Background: an optimization exercise with open tools, aiming at small area. Do not read the settings as production practice.
RTL that was checked went through simulation tests only; none was proved equivalent to the original.

job 101:
==> flow/design.v (excerpt) <==
module cmfs_top (
	input  logic        clk,
	input  logic        arst_n,
	input  logic        start,
	output logic        busy,
	input  logic [15:0] dir_x,
	input  logic [15:0] dir_y,
	input  logic [15:0] dir_z,
	output logic        done,
	output logic [2:0]  face,
	output logic [12:0] coord_u,
	output logic [12:0] coord_v,
	output logic        zero_vector
);
	cmfs_pkg::cmfs_in_t  dir_w;
	cmfs_pkg::cmfs_out_t res_w;
	assign dir_w.dir_x = dir_x;
	assign dir_w.dir_y = dir_y;
	assign dir_w.dir_z = dir_z;
	cube_map_face_select_unit u_unit (
		.clk    (clk),
		.arst_n (arst_n),
		.start  (start),
		.busy   (busy),
		.dir    (dir_w),
		.done   (done),
		.res    (res_w)
	);
	assign face        = res_w.face;
	assign coord_u     = res_w.coord_u;
	assign coord_v     = res_w.coord_v;
	assign zero_vector = res_w.zero_vector;
endmodule
Settings: LEC_CHECK=0, ABC_AREA=1, CAP_MARGIN=20, CORE_MARGIN=2, CORE_UTILIZATION=40, CTS_CLUSTER_DIAMETER=60, CTS_CLUSTER_SIZE=30, GPL_TIMING_DRIVEN=0, SLEW_MARGIN=20; clock period 4.5 ns.
run.sh (not shown) runs the stock make flow with config.mk's settings and CLKGATE_MAP_FILE= SYNTH_SCRIPT=/design/flow/synth_recipe.tcl, a recipe that flattens the netlist after the stock synthesis.
Job 101 has completed all stages; timing, DRC and antenna checks passed.
Modified inputs, job 102 compared to job 101
--- a/flow/design.v
+++ b/flow/design.v
@@ -118,14 +118,16 @@
 		equ_c = equ_c && !fu_c;
 		eqv_c = eqv_c && !fv_c;
 		if (zero_c) begin
 			m_c   = 16'd1;
 			equ_c = 1'b0;
 			eqv_c = 1'b0;
 		end
+		fu_c  = fu_c || equ_c;
+		fv_c  = fv_c || eqv_c;
 	end
 	logic        vld_0;
 	logic        equ_0;
 	logic        eqv_0;
 	logic [2:0] face_0;
 	logic [15:0] m_0;
 	logic        fu_0;
@@ -1750,16 +1752,16 @@
 	assign rv_11 = sv_11[15:1];
 	logic [11:0] qu_f, qv_f;
 	assign qu_f = {!fu_11, qu_11, !(ru_11[14] ^ fu_11)};
 	assign qv_f = {!fv_11, qv_11, !(rv_11[14] ^ fv_11)};
 	assign done            = vld_11;
 	assign res.zero_vector = face_11 == 3'd6;
 	assign res.face        = res.zero_vector ? 3'd5 : face_11;
-	assign res.coord_u     = {equ_11, qu_f & {12{!equ_11}}};
-	assign res.coord_v     = {eqv_11, qv_f & {12{!eqv_11}}};
+	assign res.coord_u     = {equ_11, qu_f};
+	assign res.coord_v     = {eqv_11, qv_f};
 endmodule
 module cmfs_top (
 	input  logic        clk,
 	input  logic        arst_n,
 	input  logic        start,
 	output logic        busy,
 	input  logic [15:0] dir_x,
--- outcome ---
- Count of unique library cells instantiated by Yosys in job 102 is 3.8% lower than in job 101
- Job 102 vs. job 101: required time at the endpoint of the critical path went up by 0.03 ns.
- Final worst slack: job 102 worse than job 101
- In job 102, total detailed-routing wirelength is lower than in job 101.
- Cmp job 102 vs job 101: final cell count lower in job 102
- Job 101 -> job 102: via count of the first global-routing pass flat
- Job 102 vs. job 101: post-layout minimum cycle time went up by 0.024 ns.
- | synthesis-to-layout area growth | job 102 vs job 101 | 1.7 points higher |
- From job 102 to job 101, post-route antenna net violation count did not move at all.
For job 101, only the layout was checked, not whether the RTL still works.

--- another note on this design; it stands on its own ---

Setup of run A:
// cmfs_top
module cmfs_top (
	input  logic        clk,
	input  logic        arst_n,
	input  logic        start,
	output logic        busy,
	input  logic [15:0] dir_x,
	input  logic [15:0] dir_y,
	input  logic [15:0] dir_z,
	output logic        done,
	output logic [2:0]  face,
	output logic [12:0] coord_u,
	output logic [12:0] coord_v,
	output logic        zero_vector
);
For scale: ~83 I/O pins.
clock: 4.5 ns
lec_check: 0
abc_area: 1
cap_margin: 20
core_margin: 2
core_utilization: 55
cts_cluster_diameter: 70
cts_cluster_size: 35
gpl_timing_driven: 0
place_density: 0.7
slew_margin: 20
run.sh (not shown) runs the stock make flow with config.mk's settings and CLKGATE_MAP_FILE= SYNTH_SCRIPT=/design/flow/synth_recipe.tcl, a recipe that flattens the netlist after the stock synthesis.
### run A -> run B
# run A
export LEC_CHECK = 0
export ABC_AREA = 1
export CAP_MARGIN = 20
export CORE_MARGIN = 2
export CORE_UTILIZATION = 55
export CTS_CLUSTER_DIAMETER = 70
export CTS_CLUSTER_SIZE = 35
export GPL_TIMING_DRIVEN = 0
export PLACE_DENSITY = 0.7
export SLEW_MARGIN = 20
create_clock -name core_clock -period 4.5 [get_ports {clk}]
# run B
export LEC_CHECK = 0
export ABC_AREA = 1
export CAP_MARGIN = 20
export CORE_MARGIN = 2
export CORE_UTILIZATION = 50
export CTS_CLUSTER_DIAMETER = 70
export CTS_CLUSTER_SIZE = 35
export GPL_TIMING_DRIVEN = 0
export PLACE_DENSITY = 0.65
export SLEW_MARGIN = 20
create_clock -name core_clock -period 4.5 [get_ports {clk}]
--- outcome ---
In the metrics for run A and run B, the one carrying the higher post-CTS resize count is run B.
Run A has a lower area of the die than run B.
Fmax: run B lower than run A
## Diff of input files: run C against run B
# run B
export LEC_CHECK = 0
export ABC_AREA = 1
export CAP_MARGIN = 20
export CORE_MARGIN = 2
export CORE_UTILIZATION = 50
export CTS_CLUSTER_DIAMETER = 70
export CTS_CLUSTER_SIZE = 35
export GPL_TIMING_DRIVEN = 0
export PLACE_DENSITY = 0.65
export SLEW_MARGIN = 20
create_clock -name core_clock -period 4.5 [get_ports {clk}]
# run C
export LEC_CHECK = 0
export ABC_AREA = 1
export CAP_MARGIN = 20
export CORE_MARGIN = 2
export CORE_UTILIZATION = 40
export CTS_CLUSTER_DIAMETER = 80
export CTS_CLUSTER_SIZE = 40
export GPL_TIMING_DRIVEN = 0
export SLEW_MARGIN = 20
create_clock -name core_clock -period 4.5 [get_ports {clk}]
Results
From run B to run C the numbers moved as follows: synthesized cell count flat; final estimated routing congestion in global placement -0.98%; routed wire length on met2 went down 5.4%; relative slew slack rose 4.4 points.

--- another note on this design; it stands on its own ---

==> wip/indigo <==
==> flow/design.v (excerpt) <==
module cmfs_top (
	input  logic        clk,
	input  logic        arst_n,
	input  logic        start,
	output logic        busy,
	input  logic [15:0] dir_x,
	input  logic [15:0] dir_y,
	input  logic [15:0] dir_z,
	output logic        done,
	output logic [2:0]  face,
	output logic [12:0] coord_u,
	output logic [12:0] coord_v,
	output logic        zero_vector
);
==> flow/config.mk <==
export PLATFORM = sky130hd
export DESIGN_NAME = cmfs_top
export DESIGN_NICKNAME = cmfs_top
export VERILOG_FILES = /design/flow/design.v
export SDC_FILE = /design/flow/constraint.sdc
export NUM_CORES = 4
export LEC_CHECK = 0
export ABC_AREA = 1
export CAP_MARGIN = 10
export CORE_MARGIN = 2
export CORE_UTILIZATION = 40
export CTS_CLUSTER_DIAMETER = 60
export CTS_CLUSTER_SIZE = 30
export GPL_TIMING_DRIVEN = 0
export SLEW_MARGIN = 10
==> flow/constraint.sdc <==
create_clock -name core_clock -period 4.5 [get_ports {clk}]
set_input_delay 0.9000 -clock core_clock [delete_from_list [all_inputs] [get_ports {clk}]]
set_output_delay 0.9000 -clock core_clock [all_outputs]
set_load 0.01 [all_outputs]
run.sh (not shown) runs the stock make flow with config.mk's settings and CLKGATE_MAP_FILE= SYNTH_SCRIPT=/design/flow/synth_recipe.tcl, a recipe that flattens the netlist after the stock synthesis.
==> wip/pepper (differences from wip/indigo) <==
--- a/flow/design.v
+++ b/flow/design.v
@@ -118,14 +118,16 @@
 		equ_c = equ_c && !fu_c;
 		eqv_c = eqv_c && !fv_c;
 		if (zero_c) begin
 			m_c   = 16'd1;
 			equ_c = 1'b0;
 			eqv_c = 1'b0;
 		end
+		fu_c  = fu_c || equ_c;
+		fv_c  = fv_c || eqv_c;
 	end
 	logic        vld_0;
 	logic        equ_0;
 	logic        eqv_0;
 	logic [2:0] face_0;
 	logic [15:0] m_0;
 	logic        fu_0;
@@ -1750,16 +1752,16 @@
 	assign rv_11 = sv_11[15:1];
 	logic [11:0] qu_f, qv_f;
 	assign qu_f = {!fu_11, qu_11, !(ru_11[14] ^ fu_11)};
 	assign qv_f = {!fv_11, qv_11, !(rv_11[14] ^ fv_11)};
 	assign done            = vld_11;
 	assign res.zero_vector = face_11 == 3'd6;
 	assign res.face        = res.zero_vector ? 3'd5 : face_11;
-	assign res.coord_u     = {equ_11, qu_f & {12{!equ_11}}};
-	assign res.coord_v     = {eqv_11, qv_f & {12{!eqv_11}}};
+	assign res.coord_u     = {equ_11, qu_f};
+	assign res.coord_v     = {eqv_11, qv_f};
 endmodule
 module cmfs_top (
 	input  logic        clk,
 	input  logic        arst_n,
 	input  logic        start,
 	output logic        busy,
 	input  logic [15:0] dir_x,
CAP_MARGIN = 20   (was 10)
CORE_UTILIZATION = 55   (was 40)
PLACE_DENSITY = 0.7   (was default)
SLEW_MARGIN = 20   (was 10)
==> summary.md <==
| Metric | Value |
|---|---|
| Setup slack of the most critical reg-to-reg path | 190 ps |
| Family with the most delay on the worst path | compound AO/OA/AOI/OAI gates |
| Number of global-route vias before repair | 20,640 |
| Die Wd | 225.4 µm |
| Fraction of area in multi-input gates | 58.84% |
| Sequential fraction of total cell area | 24.43% |
| Outcome | complete, no violations |
| Synthesized area divided by synthesized cell count | 8.660 µm² |
Source of the figures above: wip/pepper

==> summary.md <==
| Metric | Value |
|---|---|
| Maximum achievable frequency | 230.3 MHz |
| Family with the most delay on the worst path | simple AND/OR/NAND/NOR gates |
| Fraction of area in multi-input gates | 58.38% |
| Outcome | complete, no violations |
| Synthesized area divided by synthesized cell count | 8.614 µm² |
| Die Wd | 264.7 µm |
| Setup CP Type | input pin to register |
| Number of global-route vias before repair | 19,720 |
| Sequential fraction of total cell area | 24.17% |
| Setup slack of the most critical reg-to-reg path | 260 ps |
| Post-route setup slack | 156.9 ps |
Source of the figures above: wip/indigo

No functional check of the RTL was part of wip/indigo.

## port drivers added, routing unchanged
The flow's constraints put no driver on any port. The routed layouts listed below were extracted and timed again, unchanged, in two steps.
Step 1, drivers: a clkbuf_16 drives clk and a buf_2 each remaining input, both assumed.
Step 2 moves the port delays by t, midway between the first and last clock arrival at a register: inputs arrive t later, outputs are due t later. That takes back most of the time a late clock gives input paths.
Slacks: no drivers / after step 1 / after step 2; pairs: no drivers / after step 1.
run | t (ns) | setup WS [ns] | worst setup path at the end | worst data-port slew with drivers (ns) | cell pins on the clock port's net
job 101 | 0.657 | 0.157 / 0.149 / -0.464 | input to register | 0.05 | 1
job 102 | 0.637 | 0.133 / 0.170 / -0.467 | input to register | 0.04 | 1
run A | 0.665 | 0.197 / 0.138 / -0.460 | input to register | 0.08 | 1
run B | 0.668 | 0.171 / 0.122 / -0.497 | input to register | 0.09 | 1
run C | 0.644 | 0.148 / 0.178 / -0.466 | input to register | 0.04 | 1
wip/indigo | 0.657 | 0.157 / 0.149 / -0.464 | input to register | 0.05 | 1
wip/pepper | 0.617 | 0.160 / 0.102 / -0.421 | input to register | 0.07 | 1
Met with ideal ports but missed after step 2: setup timing in every run listed. The setup slack of run B, which loses most, moves by -0.049 ns with the drivers and by -0.668 ns with both steps.
